From an optimization exercise on the open Yosys and OpenROAD flow, aimed at small area and a short achievable clock period; shortcuts taken in it are not production practice. The RTL was checked by simulation tests, not by an equivalence proof against the original design. Power and IR drop assume default switching activity.

==> flow/design.v, too long to show whole: its modules and the start of the top module <==
// module mul_fa: 10 lines
// module mul_ha: 9 lines
// module mul_gp: 11 lines
// module mul_gp0: 8 lines
// module mul16_lane: 664 lines
// module arrmul: 22 lines
module arrmul (
  input  logic         clk,
  input  logic         reset,
  input  logic [0:127] reg_A,
  input  logic [0:127] reg_B,
  input  logic [0:1]   ctrl_ww,
  input  logic [0:4]   alu_op,
  output logic [0:127] result
);
  // ...
==> flow/flow/run.sh <==
#!/bin/bash
# Standard ORFS layout with extra make settings from flow/make_args.txt (one VAR=value per
# line): the port buffers' cell and timing-repair margins. make's full output goes to make.log.
set -euo pipefail
args=()
while IFS= read -r line; do
  [[ -z "$line" || "$line" == \#* ]] && continue
  args+=("$line")
done < flow/make_args.txt
bash standard.sh "${args[@]}" finish > make.log 2>&1
==> flow/flow/make_args.txt <==
BUFFER_PORTS_ARGS=-buffer_cell sky130_fd_sc_hd__buf_1
SETUP_SLACK_MARGIN=5
==> flow/standard.sh <==
#!/bin/bash
# synth_recipe.tcl (not shown) runs the flow's synth.tcl, then flattens the netlist and writes it again
# the make line also repeats each setting of config.mk as NAME=value (left out here)
make -C /OpenROAD-flow-scripts/flow DESIGN_CONFIG=/design/flow/config.mk WORK_HOME=/design/flow/orfs CLKGATE_MAP_FILE= SYNTH_SCRIPT=/design/flow/synth_recipe.tcl "${@:-finish}"
==> flow/config.mk <==
export PLATFORM = sky130hd
export DESIGN_NAME = arrmul
export DESIGN_NICKNAME = arrmul
export VERILOG_FILES = /design/flow/design.v
export SDC_FILE = /design/flow/constraint.sdc
export NUM_CORES = 4
export LEC_CHECK = 0
export CAP_MARGIN = 20
export CORE_MARGIN = 2
export CORE_UTILIZATION = 40
export SLEW_MARGIN = 20
export SYNTH_HIERARCHICAL = 1
==> flow/constraint.sdc <==
create_clock -name core_clock -period 15.0 [get_ports {clk}]
set_input_delay 3.0000 -clock core_clock [delete_from_list [all_inputs] [get_ports {clk}]]
set_output_delay 3.0000 -clock core_clock [all_outputs]
set_load 0.01 [all_outputs]
==> out/results.tsv, run 1 <==
metric	value	unit
worst_ep_arrival_time	10.18	ns
start_kind	primary input	
fin_crit_sh	0.652	
met2_usage	0.398	
ys_seq_area_frac	0.0862	
crit_chain	buf_6 -> buf_12 -> mux2i_2 -> nor2_1 -> fa_1 -> fa_1 -> fa_1 -> fa_1 -> fa_1 -> ha_1 -> a21o_1 -> a21o_1 -> a21o_1 -> a21o_1 -> a21o_1 -> a21o_1 -> a21o_1 -> a21o_1 -> a21o_1 -> xor2_1 -> xnor2_1	
die_area	95400	sq um
cp-end-kind	flip-flop	
tap-cell-count	1243	
fillers	9033	
ys_top_cells_by_count	nor2_1, fa_1, a21o_1	
synth_top_area_share	0.424	
yosys_warnings	8	
pwr-share-seq	0.269	
use_met3	0.0512	
power-top-group	combinational logic	
syn_nets	4845	
clkSinkCount	128	
hold_buffers	0	
hp-class	in -> async	
drt_iter0_drc	1831	
routed-via-count	28000	
grt_max_degree	114	
finalCoreUtilization	0.439	
sh_seq_area	0.0793	
syn2layout_area_growth	8.67	%
regMostFlops	result	
status	timing/DRC/antenna clean	
==> module arrmul, before the edit <==
module arrmul (
  input  logic         clk,
  input  logic         reset,
  input  logic [0:127] reg_A,
  input  logic [0:127] reg_B,
  input  logic [0:1]   ctrl_ww,
  input  logic [0:4]   alu_op,
  output logic [0:127] result
);
  logic [31:0] prod [4];
  logic [0:127] nxt;
  for (genvar k = 0; k < 4; k++) begin : g_lane
    mul16_lane u_mul (
      .xa(reg_A[32*k +: 32]), .xb(reg_B[32*k +: 32]), .ctrl_ww(ctrl_ww), .alu_op(alu_op), .p(prod[k])
    );
  end
  assign nxt = {prod[0], prod[1], prod[2], prod[3]};
  always_ff @(posedge clk or negedge reset) begin
    if (!reset) result <= '0;
    else result <= nxt;
  end
endmodule
==> run 2, diff against run 1 <==
--- a/flow/design.v
+++ b/flow/design.v
@@ -23,59 +23,75 @@
   input  logic a,
   input  logic b,
   output logic s,
   output logic co
 );
   assign s = a ^ b;
   assign co = a & b;
 endmodule
-module mul_gp (
+module mul_gpn (
   input  logic gh,
   input  logic ph,
   input  logic gl,
   input  logic pl,
   output logic g,
   output logic p
 );
-  assign g = gh | (ph & gl);
-  assign p = ph & pl;
+  assign g = ~(gh | (ph & gl));
+  assign p = ~(ph & pl);
 endmodule
-module mul_gp0 (
+module mul_gpn0 (
   input  logic gh,
   input  logic ph,
   input  logic gl,
   output logic g
 );
-  assign g = gh | (ph & gl);
+  assign g = ~(gh | (ph & gl));
+endmodule
+module mul_gpp (
+  input  logic gh,
+  input  logic ph,
+  input  logic gl,
+  input  logic pl,
+  output logic g,
+  output logic p
+);
+  assign g = ~(gh & (ph | gl));
+  assign p = ~(ph | pl);
+endmodule
+module mul_gpp0 (
+  input  logic gh,
+  input  logic ph,
+  input  logic gl,
+  output logic g
+);
+  assign g = ~(gh & (ph | gl));
+endmodule
+module mul_inv (
+  input  logic a,
+  output logic y
+);
+  assign y = ~a;
 endmodule
 module mul16_lane (
   input  logic [31:0] xa,
   input  logic [31:0] xb,
-  input  logic [0:1]  ctrl_ww,
-  input  logic [0:4]  alu_op,
+  input  logic        sel_e,     
+  input  logic        sel_o,     
+  input  logic        sel_e16,   
+  input  logic        sel_e8,    
+  input  logic        sel_o16,   
+  input  logic        sel_o8,    
+  input  logic        valid,     
+  input  logic        sv,        
+  input  logic        s8,        
+  input  logic        s16,       
   output logic [31:0] p
 );
-  logic mul, w8, w16, odd, sgn, valid, sv, s8, s16;
-  logic sel_e, sel_o, sel_e16, sel_e8, sel_o16, sel_o8;
-  assign mul = alu_op[0:2] == 3'b100;   
-  assign w8 = ctrl_ww == 2'd0;
-  assign w16 = ctrl_ww == 2'd1;
-  assign sgn = alu_op[3];
-  assign odd = alu_op[4];
-  assign sel_e = ~odd;
-  assign sel_o = odd;
-  assign sel_e16 = ~odd & ctrl_ww[1];
-  assign sel_e8 = ~odd & ~ctrl_ww[1];
-  assign sel_o16 = odd & ctrl_ww[1];
-  assign sel_o8 = odd & ~ctrl_ww[1];
-  assign valid = mul & (w8 | w16);
-  assign sv = mul & sgn & (w8 | w16);
-  assign s8 = mul & sgn & w8;
-  assign s16 = mul & sgn & w16;
   logic [15:0] a, b, ag, bg;
   assign a[15:8] = ({8{sel_e}} & xa[31:24]) | ({8{sel_o16}} & xa[15:8]) | ({8{sel_o8}} & xa[23:16]);
   assign a[7:0] = ({8{sel_o}} & xa[7:0]) | ({8{sel_e16}} & xa[23:16]) | ({8{sel_e8}} & xa[15:8]);
   assign b[15:8] = {8{valid}} & (({8{sel_e}} & xb[31:24]) | ({8{sel_o16}} & xb[15:8]) | ({8{sel_o8}} & xb[23:16]));
   assign b[7:0] = {8{valid}} & (({8{sel_o}} & xb[7:0]) | ({8{sel_e16}} & xb[23:16]) | ({8{sel_e8}} & xb[15:8]));
   assign ag = {8'h00, ({8{sel_o16}} & xa[7:0]) | ({8{sel_e16}} & xa[23:16])};
   assign bg = {8'h00, {8{valid}} & (({8{sel_o16}} & xb[7:0]) | ({8{sel_e16}} & xb[23:16]))};
   logic pp1, pp2, pp3, pp4, pp5, pp6, pp7, pp8, pp9, pp10, pp11, pp12, pp13, pp14, pp15, pp16;
@@ -128,17 +144,21 @@
   logic G753, P754, G755, P756, G757, P758, G759, P760, G761, P762, G763, P764, G765, P766, G767, P768;
   logic G769, P770, G771, P772, G773, P774, G775, P776, G777, P778, G779, P780, G781, P782, G783, P784;
   logic G785, P786, G787, P788, G789, P790, G791, P792, G793, P794, G795, P796, G797, P798, G799, P800;
   logic G801, P802, G803, P804, G805, P806, G807, P808, G809, P810, G811, P812, G813, P814, G815, P816;
   logic G817, P818, G819, P820, G821, P822, G823, P824, G825, P826, G827, P828, G829, P830, G831, P832;
   logic G833, P834, G835, P836, G837, P838, G839, P840, G841, P842, G843, P844, G845, P846, G847, P848;
   logic G849, P850, G851, P852, G853, P854, G855, P856, G857, P858, G859, P860, G861, P862, G863, P864;
   logic G865, P866, G867, P868, G869, P870, G871, P872, G873, P874, G875, P876, G877, P878, G879, P880;
-  logic G881, P882, G883, P884, G885, P886, G887, P888, G889, P890, G891, P892, G893, P894;
+  logic G881, P882, G883, P884, G885, P886, G887, P888, G889, P890, G891, P892, G893, P894, G895, P896;
+  logic G897, P898, G899, P900, G901, P902, G903, P904, n905, n906, n907, n908, n909, n910, n911, n912;
+  logic n913, n914, n915, n916, n917, n918, n919, n920, n921, n922, n923, n924, n925, n926, n927, n928;
+  logic n929, n930, n931, n932, n933, n934, n935, n936, n937, n938, n939, n940, n941, n942, n943, n944;
+  logic n945, n946, n947, n948, n949, n950, n951, n952;
   assign pp1 = (a[0] & b[0]);
   assign pp2 = (a[0] & b[1]);
   assign pp3 = (a[0] & b[2]);
   assign pp4 = (a[0] & b[3]);
   assign pp5 = (a[0] & b[4]);
   assign pp6 = (a[0] & b[5]);
   assign pp7 = (a[0] & b[6]);
   assign pp8 = ((a[0] & b[7]) ^ s8);
@@ -633,103 +653,175 @@
   mul_ha u_p738 (.a(c676), .b(s677), .s(p738), .co(g737));
   mul_ha u_p740 (.a(c678), .b(s679), .s(p740), .co(g739));
   mul_ha u_p742 (.a(c680), .b(s681), .s(p742), .co(g741));
   mul_ha u_p744 (.a(c682), .b(s683), .s(p744), .co(g743));
   mul_ha u_p746 (.a(c684), .b(s685), .s(p746), .co(g745));
   mul_ha u_p748 (.a(c686), .b(s687), .s(p748), .co(g747));
   mul_ha u_p750 (.a(c688), .b(s689), .s(p750), .co(g749));
   mul_ha u_p752 (.a(c690), .b(s691), .s(p752), .co(g751));
-  mul_gp0 u_G753 (.gh(g693), .ph(p694), .gl(1'b0), .g(G753));
-  mul_gp0 u_G755 (.gh(g695), .ph(p696), .gl(G753), .g(G755));
-  mul_gp0 u_G757 (.gh(g697), .ph(p698), .gl(G755), .g(G757));
-  mul_gp0 u_G759 (.gh(g699), .ph(p700), .gl(G757), .g(G759));
-  mul_gp0 u_G761 (.gh(g701), .ph(p702), .gl(G759), .g(G761));
-  mul_gp0 u_G763 (.gh(g703), .ph(p704), .gl(G761), .g(G763));
-  mul_gp0 u_G765 (.gh(g705), .ph(p706), .gl(G763), .g(G765));
-  mul_gp0 u_G767 (.gh(g707), .ph(p708), .gl(G765), .g(G767));
-  mul_gp0 u_G769 (.gh(g709), .ph(p710), .gl(G767), .g(G769));
-  mul_gp0 u_G771 (.gh(g711), .ph(p712), .gl(G769), .g(G771));
-  mul_gp0 u_G773 (.gh(g713), .ph(p714), .gl(G771), .g(G773));
-  mul_gp0 u_G775 (.gh(g715), .ph(p716), .gl(G773), .g(G775));
-  mul_gp0 u_G777 (.gh(g717), .ph(p718), .gl(G775), .g(G777));
-  mul_gp0 u_G779 (.gh(g719), .ph(p720), .gl(G777), .g(G779));
-  mul_gp0 u_G781 (.gh(g721), .ph(p722), .gl(G779), .g(G781));
-  mul_gp0 u_G783 (.gh(g723), .ph(p724), .gl(G781), .g(G783));
-  mul_gp0 u_G785 (.gh(g725), .ph(p726), .gl(G783), .g(G785));
-  mul_gp u_G787 (.gh(g727), .ph(p728), .gl(g725), .pl(p726), .g(G787), .p(P788));
-  mul_gp0 u_G789 (.gh(G787), .ph(P788), .gl(G783), .g(G789));
-  mul_gp u_G791 (.gh(g729), .ph(p730), .gl(g727), .pl(p728), .g(G791), .p(P792));
-  mul_gp u_G793 (.gh(G791), .ph(P792), .gl(g725), .pl(p726), .g(G793), .p(P794));
-  mul_gp0 u_G795 (.gh(G793), .ph(P794), .gl(G783), .g(G795));
-  mul_gp u_G797 (.gh(g731), .ph(p732), .gl(G791), .pl(P792), .g(G797), .p(P798));
-  mul_gp0 u_G799 (.gh(G797), .ph(P798), .gl(G785), .g(G799));
-  mul_gp u_G801 (.gh(g733), .ph(p734), .gl(g731), .pl(p732), .g(G801), .p(P802));
-  mul_gp u_G803 (.gh(G801), .ph(P802), .gl(G791), .pl(P792), .g(G803), .p(P804));
-  mul_gp0 u_G805 (.gh(G803), .ph(P804), .gl(G785), .g(G805));
-  mul_gp u_G807 (.gh(g735), .ph(p736), .gl(g733), .pl(p734), .g(G807), .p(P808));
-  mul_gp u_G809 (.gh(G807), .ph(P808), .gl(g731), .pl(p732), .g(G809), .p(P810));
-  mul_gp u_G811 (.gh(G809), .ph(P810), .gl(G791), .pl(P792), .g(G811), .p(P812));
-  mul_gp0 u_G813 (.gh(G811), .ph(P812), .gl(G785), .g(G813));
-  mul_gp u_G815 (.gh(g731), .ph(p732), .gl(g729), .pl(p730), .g(G815), .p(P816));
-  mul_gp u_G817 (.gh(g737), .ph(p738), .gl(G807), .pl(P808), .g(G817), .p(P818));
-  mul_gp u_G819 (.gh(G817), .ph(P818), .gl(G815), .pl(P816), .g(G819), .p(P820));
-  mul_gp0 u_G821 (.gh(G819), .ph(P820), .gl(G789), .g(G821));
-  mul_gp u_G823 (.gh(g739), .ph(p740), .gl(g737), .pl(p738), .g(G823), .p(P824));
-  mul_gp u_G825 (.gh(G823), .ph(P824), .gl(G807), .pl(P808), .g(G825), .p(P826));
-  mul_gp u_G827 (.gh(G825), .ph(P826), .gl(G815), .pl(P816), .g(G827), .p(P828));
-  mul_gp0 u_G829 (.gh(G827), .ph(P828), .gl(G789), .g(G829));
-  mul_gp u_G831 (.gh(g741), .ph(p742), .gl(G823), .pl(P824), .g(G831), .p(P832));
-  mul_gp u_G833 (.gh(G831), .ph(P832), .gl(G807), .pl(P808), .g(G833), .p(P834));
-  mul_gp u_G835 (.gh(G833), .ph(P834), .gl(G815), .pl(P816), .g(G835), .p(P836));
-  mul_gp0 u_G837 (.gh(G835), .ph(P836), .gl(G789), .g(G837));
-  mul_gp u_G839 (.gh(g743), .ph(p744), .gl(g741), .pl(p742), .g(G839), .p(P840));
-  mul_gp u_G841 (.gh(G839), .ph(P840), .gl(G823), .pl(P824), .g(G841), .p(P842));
-  mul_gp u_G843 (.gh(G841), .ph(P842), .gl(G807), .pl(P808), .g(G843), .p(P844));
-  mul_gp u_G845 (.gh(G843), .ph(P844), .gl(G815), .pl(P816), .g(G845), .p(P846));
-  mul_gp0 u_G847 (.gh(G845), .ph(P846), .gl(G789), .g(G847));
-  mul_gp u_G849 (.gh(g745), .ph(p746), .gl(G839), .pl(P840), .g(G849), .p(P850));
-  mul_gp u_G851 (.gh(G849), .ph(P850), .gl(G823), .pl(P824), .g(G851), .p(P852));
-  mul_gp u_G853 (.gh(G851), .ph(P852), .gl(G807), .pl(P808), .g(G853), .p(P854));
-  mul_gp u_G855 (.gh(G853), .ph(P854), .gl(G815), .pl(P816), .g(G855), .p(P856));
-  mul_gp0 u_G857 (.gh(G855), .ph(P856), .gl(G789), .g(G857));
-  mul_gp u_G859 (.gh(g747), .ph(p748), .gl(g745), .pl(p746), .g(G859), .p(P860));
-  mul_gp u_G861 (.gh(G859), .ph(P860), .gl(G839), .pl(P840), .g(G861), .p(P862));
-  mul_gp u_G863 (.gh(G861), .ph(P862), .gl(G823), .pl(P824), .g(G863), .p(P864));
-  mul_gp u_G865 (.gh(G863), .ph(P864), .gl(G807), .pl(P808), .g(G865), .p(P866));
-  mul_gp u_G867 (.gh(G865), .ph(P866), .gl(G815), .pl(P816), .g(G867), .p(P868));
-  mul_gp0 u_G869 (.gh(G867), .ph(P868), .gl(G789), .g(G869));
-  mul_gp u_G871 (.gh(g749), .ph(p750), .gl(G859), .pl(P860), .g(G871), .p(P872));
-  mul_gp u_G873 (.gh(G871), .ph(P872), .gl(G839), .pl(P840), .g(G873), .p(P874));
-  mul_gp u_G875 (.gh(G873), .ph(P874), .gl(G823), .pl(P824), .g(G875), .p(P876));
-  mul_gp u_G877 (.gh(G875), .ph(P876), .gl(G807), .pl(P808), .g(G877), .p(P878));
-  mul_gp u_G879 (.gh(G877), .ph(P878), .gl(G815), .pl(P816), .g(G879), .p(P880));
-  mul_gp0 u_G881 (.gh(G879), .ph(P880), .gl(G789), .g(G881));
-  mul_gp u_G883 (.gh(g751), .ph(p752), .gl(G871), .pl(P872), .g(G883), .p(P884));
-  mul_gp u_G885 (.gh(G883), .ph(P884), .gl(G839), .pl(P840), .g(G885), .p(P886));
-  mul_gp u_G887 (.gh(G885), .ph(P886), .gl(G823), .pl(P824), .g(G887), .p(P888));
-  mul_gp u_G889 (.gh(G887), .ph(P888), .gl(G807), .pl(P808), .g(G889), .p(P890));
-  mul_gp u_G891 (.gh(G889), .ph(P890), .gl(G815), .pl(P816), .g(G891), .p(P892));
-  mul_gp0 u_G893 (.gh(G891), .ph(P892), .gl(G789), .g(G893));
-  assign p = {(c692 ^ sv) ^ G893, p752 ^ G881, p750 ^ G869, p748 ^ G857, p746 ^ G847, p744 ^ G837, p742 ^ G829, p740 ^ G821, p738 ^ G813, p736 ^ G805, p734 ^ G799, p732 ^ G795, p730 ^ G789, p728 ^ G785, p726 ^ G783, p724 ^ G781, (p722 ^ s8) ^ G779, p720 ^ G777, p718 ^ G775, p716 ^ G773, p714 ^ G771, p712 ^ G769, p710 ^ G767, p708 ^ G765, p706 ^ G763, p704 ^ G761, p702 ^ G759, p700 ^ G757, p698 ^ G755, p696 ^ G753, p694 ^ 1'b0, pp1};
+  mul_gpn0 u_G753 (.gh(g693), .ph(p694), .gl(1'b0), .g(G753));
+  mul_inv u_n905 (.a(g695), .y(n905));
+  mul_inv u_n906 (.a(p696), .y(n906));
+  mul_gpp0 u_G755 (.gh(n905), .ph(n906), .gl(G753), .g(G755));
+  mul_gpn0 u_G757 (.gh(g697), .ph(p698), .gl(G755), .g(G757));
+  mul_inv u_n907 (.a(g699), .y(n907));
+  mul_inv u_n908 (.a(p700), .y(n908));
+  mul_gpp0 u_G759 (.gh(n907), .ph(n908), .gl(G757), .g(G759));
+  mul_gpn0 u_G761 (.gh(g701), .ph(p702), .gl(G759), .g(G761));
+  mul_inv u_n909 (.a(g703), .y(n909));
+  mul_inv u_n910 (.a(p704), .y(n910));
+  mul_gpp0 u_G763 (.gh(n909), .ph(n910), .gl(G761), .g(G763));
+  mul_gpn0 u_G765 (.gh(g705), .ph(p706), .gl(G763), .g(G765));
+  mul_inv u_n911 (.a(g707), .y(n911));
+  mul_inv u_n912 (.a(p708), .y(n912));
+  mul_gpp0 u_G767 (.gh(n911), .ph(n912), .gl(G765), .g(G767));
+  mul_gpn0 u_G769 (.gh(g709), .ph(p710), .gl(G767), .g(G769));
+  mul_inv u_n913 (.a(g711), .y(n913));
+  mul_inv u_n914 (.a(p712), .y(n914));
+  mul_gpp0 u_G771 (.gh(n913), .ph(n914), .gl(G769), .g(G771));
+  mul_gpn0 u_G773 (.gh(g713), .ph(p714), .gl(G771), .g(G773));
+  mul_inv u_n915 (.a(g715), .y(n915));
+  mul_inv u_n916 (.a(p716), .y(n916));
+  mul_gpp0 u_G775 (.gh(n915), .ph(n916), .gl(G773), .g(G775));
+  mul_gpn u_G777 (.gh(g717), .ph(p718), .gl(g715), .pl(p716), .g(G777), .p(P778));
+  mul_gpp0 u_G779 (.gh(G777), .ph(P778), .gl(G773), .g(G779));
+  mul_gpn u_G781 (.gh(g719), .ph(p720), .gl(g717), .pl(p718), .g(G781), .p(P782));
+  mul_inv u_n917 (.a(G781), .y(n917));
+  mul_inv u_n918 (.a(P782), .y(n918));
+  mul_gpn0 u_G783 (.gh(n917), .ph(n918), .gl(G775), .g(G783));
+  mul_gpn u_G785 (.gh(g721), .ph(p722), .gl(g719), .pl(p720), .g(G785), .p(P786));
+  mul_inv u_n919 (.a(G785), .y(n919));
+  mul_inv u_n920 (.a(P786), .y(n920));
+  mul_gpn0 u_G787 (.gh(n919), .ph(n920), .gl(G779), .g(G787));
+  mul_gpn u_G789 (.gh(g723), .ph(p724), .gl(g721), .pl(p722), .g(G789), .p(P790));
+  mul_gpp0 u_G791 (.gh(G789), .ph(P790), .gl(G783), .g(G791));
+  mul_gpn u_G793 (.gh(g725), .ph(p726), .gl(g723), .pl(p724), .g(G793), .p(P794));
+  mul_gpp0 u_G795 (.gh(G793), .ph(P794), .gl(G787), .g(G795));
+  mul_gpn u_G797 (.gh(g727), .ph(p728), .gl(g725), .pl(p726), .g(G797), .p(P798));
+  mul_inv u_n921 (.a(G797), .y(n921));
+  mul_inv u_n922 (.a(P798), .y(n922));
+  mul_gpn0 u_G799 (.gh(n921), .ph(n922), .gl(G791), .g(G799));
+  mul_gpn u_G801 (.gh(g729), .ph(p730), .gl(g727), .pl(p728), .g(G801), .p(P802));
+  mul_inv u_n923 (.a(g725), .y(n923));
+  mul_inv u_n924 (.a(p726), .y(n924));
+  mul_gpp u_G803 (.gh(G801), .ph(P802), .gl(n923), .pl(n924), .g(G803), .p(P804));
+  mul_gpn0 u_G805 (.gh(G803), .ph(P804), .gl(G791), .g(G805));
+  mul_inv u_n925 (.a(g731), .y(n925));
+  mul_inv u_n926 (.a(p732), .y(n926));
+  mul_gpp u_G807 (.gh(n925), .ph(n926), .gl(G801), .pl(P802), .g(G807), .p(P808));
+  mul_gpn0 u_G809 (.gh(G807), .ph(P808), .gl(G795), .g(G809));
+  mul_gpn u_G811 (.gh(g733), .ph(p734), .gl(g731), .pl(p732), .g(G811), .p(P812));
+  mul_gpp u_G813 (.gh(G811), .ph(P812), .gl(G801), .pl(P802), .g(G813), .p(P814));
+  mul_gpn0 u_G815 (.gh(G813), .ph(P814), .gl(G795), .g(G815));
+  mul_gpn u_G817 (.gh(g735), .ph(p736), .gl(g733), .pl(p734), .g(G817), .p(P818));
+  mul_gpp u_G819 (.gh(G817), .ph(P818), .gl(n925), .pl(n926), .g(G819), .p(P820));
+  mul_inv u_n927 (.a(G801), .y(n927));
+  mul_inv u_n928 (.a(P802), .y(n928));
+  mul_gpn u_G821 (.gh(G819), .ph(P820), .gl(n927), .pl(n928), .g(G821), .p(P822));
+  mul_inv u_n929 (.a(G821), .y(n929));
+  mul_inv u_n930 (.a(P822), .y(n930));
+  mul_gpn0 u_G823 (.gh(n929), .ph(n930), .gl(G795), .g(G823));
+  mul_gpn u_G825 (.gh(g731), .ph(p732), .gl(g729), .pl(p730), .g(G825), .p(P826));
+  mul_inv u_n931 (.a(g737), .y(n931));
+  mul_inv u_n932 (.a(p738), .y(n932));
+  mul_gpp u_G827 (.gh(n931), .ph(n932), .gl(G817), .pl(P818), .g(G827), .p(P828));
+  mul_inv u_n933 (.a(G825), .y(n933));
+  mul_inv u_n934 (.a(P826), .y(n934));
+  mul_gpn u_G829 (.gh(G827), .ph(P828), .gl(n933), .pl(n934), .g(G829), .p(P830));
+  mul_gpp0 u_G831 (.gh(G829), .ph(P830), .gl(G799), .g(G831));
+  mul_gpn u_G833 (.gh(g739), .ph(p740), .gl(g737), .pl(p738), .g(G833), .p(P834));
+  mul_gpp u_G835 (.gh(G833), .ph(P834), .gl(G817), .pl(P818), .g(G835), .p(P836));
+  mul_gpn u_G837 (.gh(G835), .ph(P836), .gl(n933), .pl(n934), .g(G837), .p(P838));
+  mul_gpp0 u_G839 (.gh(G837), .ph(P838), .gl(G799), .g(G839));
+  mul_inv u_n935 (.a(g741), .y(n935));
+  mul_inv u_n936 (.a(p742), .y(n936));
+  mul_gpp u_G841 (.gh(n935), .ph(n936), .gl(G833), .pl(P834), .g(G841), .p(P842));
+  mul_inv u_n937 (.a(G817), .y(n937));
+  mul_inv u_n938 (.a(P818), .y(n938));
+  mul_gpn u_G843 (.gh(G841), .ph(P842), .gl(n937), .pl(n938), .g(G843), .p(P844));
+  mul_gpp u_G845 (.gh(G843), .ph(P844), .gl(G825), .pl(P826), .g(G845), .p(P846));
+  mul_inv u_n939 (.a(G845), .y(n939));
+  mul_inv u_n940 (.a(P846), .y(n940));
+  mul_gpp0 u_G847 (.gh(n939), .ph(n940), .gl(G799), .g(G847));
+  mul_gpn u_G849 (.gh(g743), .ph(p744), .gl(g741), .pl(p742), .g(G849), .p(P850));
+  mul_gpp u_G851 (.gh(G849), .ph(P850), .gl(G833), .pl(P834), .g(G851), .p(P852));
+  mul_gpn u_G853 (.gh(G851), .ph(P852), .gl(n937), .pl(n938), .g(G853), .p(P854));
+  mul_gpp u_G855 (.gh(G853), .ph(P854), .gl(G825), .pl(P826), .g(G855), .p(P856));
+  mul_inv u_n941 (.a(G855), .y(n941));
+  mul_inv u_n942 (.a(P856), .y(n942));
+  mul_gpp0 u_G857 (.gh(n941), .ph(n942), .gl(G799), .g(G857));
+  mul_inv u_n943 (.a(g745), .y(n943));
+  mul_inv u_n944 (.a(p746), .y(n944));
+  mul_gpp u_G859 (.gh(n943), .ph(n944), .gl(G849), .pl(P850), .g(G859), .p(P860));
+  mul_inv u_n945 (.a(G833), .y(n945));
+  mul_inv u_n946 (.a(P834), .y(n946));
+  mul_gpn u_G861 (.gh(G859), .ph(P860), .gl(n945), .pl(n946), .g(G861), .p(P862));
+  mul_gpp u_G863 (.gh(G861), .ph(P862), .gl(G817), .pl(P818), .g(G863), .p(P864));
+  mul_gpn u_G865 (.gh(G863), .ph(P864), .gl(n933), .pl(n934), .g(G865), .p(P866));
+  mul_gpp0 u_G867 (.gh(G865), .ph(P866), .gl(G799), .g(G867));
+  mul_gpn u_G869 (.gh(g747), .ph(p748), .gl(g745), .pl(p746), .g(G869), .p(P870));
+  mul_gpp u_G871 (.gh(G869), .ph(P870), .gl(G849), .pl(P850), .g(G871), .p(P872));
+  mul_gpn u_G873 (.gh(G871), .ph(P872), .gl(n945), .pl(n946), .g(G873), .p(P874));
+  mul_gpp u_G875 (.gh(G873), .ph(P874), .gl(G817), .pl(P818), .g(G875), .p(P876));
+  mul_gpn u_G877 (.gh(G875), .ph(P876), .gl(n933), .pl(n934), .g(G877), .p(P878));
+  mul_gpp0 u_G879 (.gh(G877), .ph(P878), .gl(G799), .g(G879));
+  mul_inv u_n947 (.a(g749), .y(n947));
+  mul_inv u_n948 (.a(p750), .y(n948));
+  mul_gpp u_G881 (.gh(n947), .ph(n948), .gl(G869), .pl(P870), .g(G881), .p(P882));
+  mul_inv u_n949 (.a(G849), .y(n949));
+  mul_inv u_n950 (.a(P850), .y(n950));
+  mul_gpn u_G883 (.gh(G881), .ph(P882), .gl(n949), .pl(n950), .g(G883), .p(P884));
+  mul_gpp u_G885 (.gh(G883), .ph(P884), .gl(G833), .pl(P834), .g(G885), .p(P886));
+  mul_gpn u_G887 (.gh(G885), .ph(P886), .gl(n937), .pl(n938), .g(G887), .p(P888));
+  mul_gpp u_G889 (.gh(G887), .ph(P888), .gl(G825), .pl(P826), .g(G889), .p(P890));
+  mul_inv u_n951 (.a(G889), .y(n951));
+  mul_inv u_n952 (.a(P890), .y(n952));
+  mul_gpp0 u_G891 (.gh(n951), .ph(n952), .gl(G799), .g(G891));
+  mul_gpn u_G893 (.gh(g751), .ph(p752), .gl(G881), .pl(P882), .g(G893), .p(P894));
+  mul_gpp u_G895 (.gh(G893), .ph(P894), .gl(G849), .pl(P850), .g(G895), .p(P896));
+  mul_gpn u_G897 (.gh(G895), .ph(P896), .gl(n945), .pl(n946), .g(G897), .p(P898));
+  mul_gpp u_G899 (.gh(G897), .ph(P898), .gl(G817), .pl(P818), .g(G899), .p(P900));
+  mul_gpn u_G901 (.gh(G899), .ph(P900), .gl(n933), .pl(n934), .g(G901), .p(P902));
+  mul_gpp0 u_G903 (.gh(G901), .ph(P902), .gl(G799), .g(G903));
+  assign p = {(c692 ^ sv) ^ G903, p752 ^ G891, p750 ^ G879, p748 ^ G867, p746 ^ G857, p744 ^ G847, p742 ^ G839, p740 ^ G831, p738 ^ ~G823, p736 ^ ~G815, p734 ^ ~G809, p732 ^ ~G805, p730 ^ ~G799, p728 ^ G795, p726 ^ G791, p724 ^ ~G787, (p722 ^ s8) ^ ~G783, p720 ^ G779, p718 ^ G775, p716 ^ ~G773, p714 ^ G771, p712 ^ ~G769, p710 ^ G767, p708 ^ ~G765, p706 ^ G763, p704 ^ ~G761, p702 ^ G759, p700 ^ ~G757, p698 ^ G755, p696 ^ ~G753, p694 ^ 1'b0, pp1};
 endmodule
 module arrmul (
   input  logic         clk,
   input  logic         reset,
   input  logic [0:127] reg_A,
   input  logic [0:127] reg_B,
   input  logic [0:1]   ctrl_ww,
   input  logic [0:4]   alu_op,
   output logic [0:127] result
 );
+  logic        mul, w8, w16, sgn, odd, valid;
+  logic        sel_e, sel_o, sel_e16, sel_e8, sel_o16, sel_o8, sv, s8, s16;
   logic [31:0] prod [4];
   logic [0:127] nxt;
+  assign mul = alu_op[0:2] == 3'b100;   
+  assign w8 = ctrl_ww == arrmul_pkg::w8;
+  assign w16 = ctrl_ww == arrmul_pkg::w16;
+  assign sgn = alu_op[3];
+  assign odd = alu_op[4];
+  assign sel_e = ~odd;
+  assign sel_o = odd;
+  assign sel_e16 = ~odd & ctrl_ww[1];
+  assign sel_e8 = ~odd & ~ctrl_ww[1];
+  assign sel_o16 = odd & ctrl_ww[1];
+  assign sel_o8 = odd & ~ctrl_ww[1];
+  assign valid = mul & (w8 | w16);
+  assign sv = mul & sgn & (w8 | w16);
+  assign s8 = mul & sgn & w8;
+  assign s16 = mul & sgn & w16;
   for (genvar k = 0; k < 4; k++) begin : g_lane
     mul16_lane u_mul (
-      .xa(reg_A[32*k +: 32]), .xb(reg_B[32*k +: 32]), .ctrl_ww(ctrl_ww), .alu_op(alu_op), .p(prod[k])
+      .xa(reg_A[32*k +: 32]), .xb(reg_B[32*k +: 32]),
+      .sel_e(sel_e), .sel_o(sel_o), .sel_e16(sel_e16), .sel_e8(sel_e8), .sel_o16(sel_o16), .sel_o8(sel_o8),
+      .valid(valid), .sv(sv), .s8(s8), .s16(s16), .p(prod[k])
     );
   end
   assign nxt = {prod[0], prod[1], prod[2], prod[3]};
   always_ff @(posedge clk or negedge reset) begin
     if (!reset) result <= '0;
     else result <= nxt;
   end
 endmodule
==> flow/flow/make_args.txt (replaced) <==
BUFFER_PORTS_ARGS=-buffer_cell sky130_fd_sc_hd__buf_1
SETUP_SLACK_MARGIN=6
==> run 2 against run 1 <==
Setup slack better by 1.0 ns. Synthesized cell count is 1.5% higher. Utilization is 1.3 points higher. Sequential cell count did not move. Final cell count rose by 1.1%. Critical endpoint unchanged.
==> out/results.tsv, run 2 <==
metric	value	unit	change
netlist_instances	3641		
yosysMostFrequentCell	nor2_1		
multiInputGateArea	31100	sq um	
fmax	114	MHz	
power.density	37.9	nW/um^2	
ys_top_cells_by_area	fa_1, nor2_1, dfrtp_1, ha_1, xor2_1		
gp_congestion	0.936		
synth_top_family_by_area	adder cells		
post_drt_wl_per_cell	22.5	um	
synth_edf_count	0		
synth_compound_area_frac	0.119		
antenna_found_initial	1		
ys_ff_latch	128		
reg_top3	result (128)		
clkSinkCount	128		unchanged
cp-end-kind	flip-flop		
tightestPinTransition	0.983	ns	
final_cell_mix	nor2_1, fa_1, buf_1		
fp.dieW	303	um	
coreArea	88500	sq um	
fin_crit_sh	0.585		-0.0676
critical_path_class	in -> reg		
grt_pass1_vias	31200		
p_int	0.000886	W	
dp_hpwl	90800	um	
synth_xor_area_frac	0.0744		
p_comb_frac	0.406		
slew_viol_final	0		
start_kind	primary input		
crit_chain	buf_12 -> buf_16 -> inv_2 -> buf_12 -> a222oi_1 -> buf_4 -> nand2b_2 -> nor2_1 -> fa_1 -> fa_1 -> fa_1 -> fa_1 -> fa_1 -> fa_1 -> ha_1 -> a21oi_2 -> inv_1 -> a21oi_2 -> o21ai_1 -> xnor2_1 -> xnor2_1		
synthFlopType	dfrtp_1		
fin_hold_ws	2.37	ns	
drtAntennaViolNets	0		
syn_area_per_cell	9.83	sq um	
std_cell_rows	109		
drive_gt1_frac	0.116		
ys_seq_area_frac	0.0895		+0.00332
fin_area	40100	sq um	
grt_max_degree	79		-31%
fin_crit	8.77	ns	
pwr-share-seq	0.256		-0.013
cts_tree	done		
finalCoreUtilization	0.453		+0.0133
regMostFlops	result		
status	timing/DRC/antenna clean		
setup_viol	0		
power_switching	0.000633	W	
crit_start	alu_op[4]		
cts_made_buffers	17		
initial_utilization	0.404		
setup_ws	6.23	ns	
hp-class	in -> async		
vdd_drop_max	0.103	mV	
layout.nets	5304		
leakage	20.6	nW	
synth-simple-area-share	0.157		
overflow	0		
largest_reg_flops	128		
worstPathMaxFanout	63		
gr-usage-all-layers	0.261		
totalWireLength	118000	um	
cts_buffer_depth	2		
finalHoldViolations	0		
root_buffer	clkbuf_16		
syn2layout_area_growth	11.9	%	
relSlewSlack	0.344		
hold_buffers	0		unchanged
htreeDepth	4		
synthAdderAreaFrac	0.512		
required	15.38	ns	
io_pins	393		
pwr-share-clk	0.337		
yosys.area.top_type	fa_1		
final_common_cell	nor2_1		
syn_area	35800	sq um	
cp_common_cell	fa_1		
async_flop_share	1.00		
placed_area	38600	sq um	
synthMuxAreaShare	0		
fillers	8522		-5.7%
routed-via-count	29600		+5.7%
yosys_warnings	8		unchanged
grt_pass1_wl	181000	um	
drc	0		
die_h	303	um	
p_sw_frac	0.417		
seq_area	3200	sq um	
synth_cell_types	28		
synth_top_area_share	0.441		+0.0164
cts.clk_slew.worst_paths	0.08	ns	
drt_iter0_drc	3397		+86%
syn_nets	4898		+1.1%
fin_tns_setup	0	ns	
ys_top_cells_by_count	nor2_1, fa_1, ha_1		
die_area	91900	sq um	-3.7%
firstDrtPassIters	10		
rsz0062_at_grt	true		
viasPerCell	5.66		
crit_path_top_delay_cell	fa_1		
max_stage_delay	0.56	ns	
pre_cts_slack	3.78	ns	
port_buffers	392		
cap_violations	0		
worst_ep_arrival_time	9.15	ns	-1.03 ns
-- run 2: logic make-up after synthesis --
family,after synthesis
other,4
AOI/OAI and AO/OA,496
adders and majority gates,992
and+or+nand+nor,1340
DFF,128
xor gates and xnor gates,304
buffers and inverters,377
-- run 2: worst paths after layout --
path                                         end  slack, ns  cells after the start
hold / removal             result[126]$_DFF_PN0_       2.37                      1
setup / recovery            result[32]$_DFF_PN0_       6.23                     21
max in group asynchronous   result[37]$_DFF_PN0_      11.35                      2
min in group core_clock     result[95]$_DFF_PN0_       2.88                      3
-- run 2: Yosys stat by module (local to each module, per instance), excerpt --
module | cells inside | times used
arrmul | 137 | 1
mul16_lane | 458 | 4
mul_fa | 1 | 788
mul_ha | 1 | 204
mul_gpn0 | 1 | 52
mul_gpp0 | 1 | 68
mul_inv | 1 | 192
-- run 2: cell type report --
cell class,instances,share of cell area
diodes,1,0.0000625
clock buffers,17,0.0106
clock inverters,15,0.00578
inverters,197,0.0186
multi-input cells,3142,0.776
flip-flops and latches,128,0.0799
well taps,1165,0.0364
repair buffers,559,0.0727
repair inverters,2,0.000250
-- run 2: metrics by stage --
| step | power (W) | instances |
|---|---|---|
| detailed placement | 0.000974 | 5132 |
| CTS | 0.00152 | 5189 |
| finish | 0.00152 | 5226 |
| global placement | 0.000973 | 5126 |
| global route | 0.00160 | 5225 |
| floorplan | 0.000735 | 3641 |
-- run 2: routing by layer --
| layer | wire length (um) | up-vias | share of wire | global-route usage |
|---|---|---|---|---|
| met5 | 0 | - | 0 | 0 |
| met4 | 3770 | 0 | 0.032 | 0.0936 |
| met3 | 10200 | 223 | 0.086 | 0.0506 |
| met2 | 56900 | 1510 | 0.48 | 0.424 |
| met1 | 47100 | 15100 | 0.40 | 0.347 |
| li1 | - | 12800 | - | - |
-- run 2: power by group through the flow --
stage / sequential, W / clock (W) / combinational [W]
4_1_cts: 0.000390 / 0.000535 / 0.000596
3_3_place_gp: 0.000397 / 0 / 0.000576
3_5_place_dp: 0.000396 / 0 / 0.000578
5_1_grt: 0.000392 / 0.000545 / 0.000664
2_1_floorplan: 0.000406 / 0 / 0.000329
6_report: 0.000390 / 0.000513 / 0.000617
-- run 2: repair_timing --
| item | 4_1_cts | 5_1_grt |
|---|---|---|
| pin swaps | 16 | 20 |
| gates resized for setup | 31 | 41 |
| buffers inserted | 19 | 31 |
| setup endpoints to repair | 80 | 56 |
| cloned | 6 | 4 |
-- run 2: critical path, delay by kind of cell --
family	cells	cell delay, ns
AO/OA/AOI/OAI	4	0.92
XOR/XNOR	2	0.28
adder cells (fa/ha/maj)	7	3.15
buffers and inverters	6	1.43
AND/OR/NAND/NOR	2	0.33
==> run 3, diff against run 2 <==
==> flow/flow/make_args.txt (replaced) <==
BUFFER_PORTS_ARGS=-buffer_cell sky130_fd_sc_hd__buf_1
SETUP_SLACK_MARGIN=6.5
==> run 3 against run 2 <==
Combinational power increased by 4.1%. Clock power decreased by about 10%. Worst hold slack got worse by 0.013 ns. Utilization increased by 0.74 points. Wire length increased by 3.7%. Fmax increased by 4.1%. First-iteration DRC count decreased by 0.88%. Synthesized cell count unchanged. Sequential power about the same. Clock-buffer cell count increased by 1. Critical path depth increased by 2.
==> out/results.tsv, run 3 <==
metric	value	unit	change
ys_top_cells_by_area	fa_1, nor2_1, dfrtp_1, ha_1, xor2_1		
std_cell_rows	109		unchanged
dp_hpwl	92100	um	+1.4%
cp-end-kind	flip-flop		
start_kind	primary input		
power.density	36.6	nW/um^2	-3.5%
final_common_cell	nor2_1		
grt_pass1_wl	184000	um	+1.6%
grt_pass1_vias	31500		+0.94%
worstPathMaxFanout	27		-57%
required	15.39	ns	about the same
power_switching	0.000643	W	+1.5%
rsz0062_at_grt	true		
die_area	91900	sq um	unchanged
fmax	119	MHz	+4.1%
tightestPinTransition	0.799	ns	-0.184 ns
viasPerCell	5.62		-0.74%
routed-via-count	29600		+0.16%
netlist_instances	3641		unchanged
die_h	303	um	unchanged
synth_top_area_share	0.441		unchanged
setup_ws	6.58	ns	+0.347 ns
ys_seq_area_frac	0.0895		unchanged
port_buffers	392		unchanged
p_int	0.000847	W	-4.4%
antenna_found_initial	5		+4
regMostFlops	result		
drc	0		unchanged
critical_path_class	in -> reg		
cts_buffer_depth	2		unchanged
async_flop_share	1.00		unchanged
final_cell_mix	nor2_1, fa_1, buf_1		
yosysMostFrequentCell	nor2_1		
leakage	20.9	nW	+1.4%
finalCoreUtilization	0.460		+0.00739
post_drt_wl_per_cell	23.2	um	+2.7%
layout.nets	5350		+0.87%
overflow	0		unchanged
gp_congestion	0.916		-2.2%
syn2layout_area_growth	13.8	%	
p_comb_frac	0.431		+0.025
fp.dieW	303	um	unchanged
io_pins	393		unchanged
totalWireLength	122000	um	+3.7%
reg_top3	result (128)		
synthFlopType	dfrtp_1		
vdd_drop_max	0.0948	mV	-7.9%
firstDrtPassIters	12		+2
grt_max_degree	67		-15%
hp-class	in -> async		
syn_area	35800	sq um	unchanged
fin_tns_setup	0	ns	unchanged
pre_cts_slack	4.53	ns	+0.744 ns
coreArea	88500	sq um	unchanged
fin_crit_sh	0.562		-0.0232
setup_viol	0		unchanged
syn_nets	4898		unchanged
ys_top_cells_by_count	nor2_1, fa_1, ha_1		
finalHoldViolations	0		unchanged
slew_viol_final	0		unchanged
fillers	8527		+0.059%
clkSinkCount	128		unchanged
initial_utilization	0.404		unchanged
pwr-share-clk	0.309		-0.028
synth_cell_types	28		unchanged
cts_tree	done		
cap_violations	0		unchanged
worst_ep_arrival_time	8.81	ns	-0.34 ns
relSlewSlack	0.467		+0.123
drive_gt1_frac	0.138		+0.0221
fin_crit	8.42	ns	-0.347 ns
drtAntennaViolNets	0		unchanged
root_buffer	clkbuf_16		
yosys_warnings	8		unchanged
syn_area_per_cell	9.83	sq um	unchanged
p_sw_frac	0.431		+0.0147
yosys.area.top_type	fa_1		
pwr-share-seq	0.260		+0.004
htreeDepth	4		unchanged
cts.clk_slew.worst_paths	0.08	ns	about the same
cts_made_buffers	17		unchanged
status	timing/DRC/antenna clean		
largest_reg_flops	128		unchanged
drt_iter0_drc	3367		-0.88%
synth_edf_count	0		unchanged
ys_ff_latch	128		unchanged
gr-usage-all-layers	0.266		+0.00567
## run 3: critical path: stages
cell        delay (ns)
buf_1             0.10
nor4b_4           0.40
clkbuf_16         0.25
buf_16            0.24
clkinvlp_4        0.11
buf_4             0.19
nor3_1            0.23
xor2_1            0.26
fa_1              0.50
fa_1              0.49
fa_1              0.40
fa_1              0.52
fa_1              0.42
ha_1              0.36
a21oi_2           0.15
inv_1             0.05
a21oi_2           0.27
o21ai_4           0.15
a21oi_4           0.20
buf_12            0.15
o21ai_1           0.10
xnor2_1           0.14
xnor2_1           0.12
## run 3: final timing paths
kind | from | end | slack [ns] | cells past startpoint
max in group asynchronous | reset | result[39]$_DFF_PN0_ | 11.60 | 2
max | alu_op[1] | result[96]$_DFF_PN0_ | 6.58 | 23
min in group core_clock | reg_A[31] | result[31]$_DFF_PN0_ | 2.95 | 3
min | reset | result[119]$_DFF_PN0_ | 2.36 | 1
## run 3: power groups by stage
stage	sequential (W)	combinational (W)	clock (W)
2_1_floorplan	0.000406	0.000329	0
3_3_place_gp	0.000395	0.000584	0
3_5_place_dp	0.000394	0.000585	0
4_1_cts	0.000388	0.000612	0.000484
5_1_grt	0.000391	0.000688	0.000494
6_report	0.000387	0.000642	0.000461
## run 3: final cells by class
| type | count | area [sq um] | area share |
|---|---|---|---|
| Multi-Input combinational cell | 3140 | 31300 | 0.768 |
| Timing Repair Buffer | 607 | 3450 | 0.0846 |
| Sequential cell | 128 | 3200 | 0.0787 |
| Tap cell | 1165 | 1460 | 0.0358 |
| Inverter | 197 | 751 | 0.0184 |
| Clock buffer | 18 | 429 | 0.0105 |
| Clock inverter | 14 | 154 | 0.00378 |
| Timing Repair inverter | 2 | 12.5 | 0.000307 |
| Antenna cell | 2 | 5.00 | 0.000123 |
## run 3: stage by stage
| step | instances | hold slack, ns | power (W) | cell area (sq um) |
|---|---|---|---|---|
| after global routing | 5273 | 2.34 | 0.00157 | 40700 |
| after CTS | 5215 | 2.32 | 0.00148 | 39900 |
| final | 5273 | 2.36 | 0.00149 | 40700 |
| after floorplan | 3641 | 2.70 | 0.000735 | 35800 |
| after detailed placement | 5132 | 2.90 | 0.000979 | 38600 |
| after global placement | 5126 | 2.89 | 0.000979 | 38600 |
## run 3: timing repair
action / 4_1_cts / 5_1_grt
hold buffers: 0 / 0
pin swaps: 25 / 33
gates cloned: 7 / 8
setup buffers: 44 / 48
resized for setup: 56 / 74
endpoints found under the setup margin: 72 / 53
## run 3: Yosys stat by module (local to each module, per instance)
module	times used	flops+latches
mul_gpp0	68	0
mul_gpn	108	0
mul_ha	204	0
mul_gpp	76	0
arrmul	1	128
mul_gpn0	52	0
mul_fa	788	0
mul16_lane	4	0
mul_inv	192	0
## run 3: metal layers
metal / GRT usage / routed length [um] / up-vias
met3: 0.0593 / 10200 / 269
met4: 0.112 / 5310 / 0
li1: - / - / 12900
met5: 0 / 0 / -
met2: 0.430 / 58000 / 1445
met1: 0.346 / 48600 / 15000
## run 3: cells by family (layout without fill, tap and decap cells)
kind of cell,Yosys count,count (layout),share of synthesized area
AO/OA/AOI/OAI,496,496,0.119
XOR/XNOR,304,304,0.0744
adder cells (fa/ha/maj),992,992,0.512
buffers and inverters,377,838,0.0483
flip-flops,128,128,0.0895
other,4,6,0.000419
AND/OR/NAND/NOR,1340,1344,0.157

[separate check: timing with driven ports]
The results above use ideal ports. As a check the final layouts listed here were re-extracted and re-timed, cells and wires unchanged.
Step 1 sets driving cells, clkbuf_16 on the clock port and buf_2 on the other inputs (assumed; they add their load-dependent delay and slew).
Step 2 adds t to the input delays and takes it off the output delays; t is the mean of the earliest and latest rising clock arrival at the registers after step 1. Input paths then give back, and output paths get back, about the clock's delay inside the block.
Three values: ideal, step 1, step 2; two values: the first two.
run | t (ns) | slack for setup (ns) | worst setup path at the end | clock arrival spread, ns | worst data-port slew with drivers (ns)
run 1 | 0.580 | 5.215 / 5.245 / 4.665 | input to register | 0.024 / 0.024 | 0.09
run 2 | 0.583 | 6.229 / 6.226 / 5.643 | input to register | 0.024 / 0.024 | 0.07
run 3 | 0.569 | 6.576 / 6.413 / 5.844 | input to register | 0.028 / 0.028 | 0.26
After both steps every run listed still meets setup and hold. For run 3, which loses most, drivers alone change the setup slack by -0.163 ns; drivers and shift together by -0.732 ns.
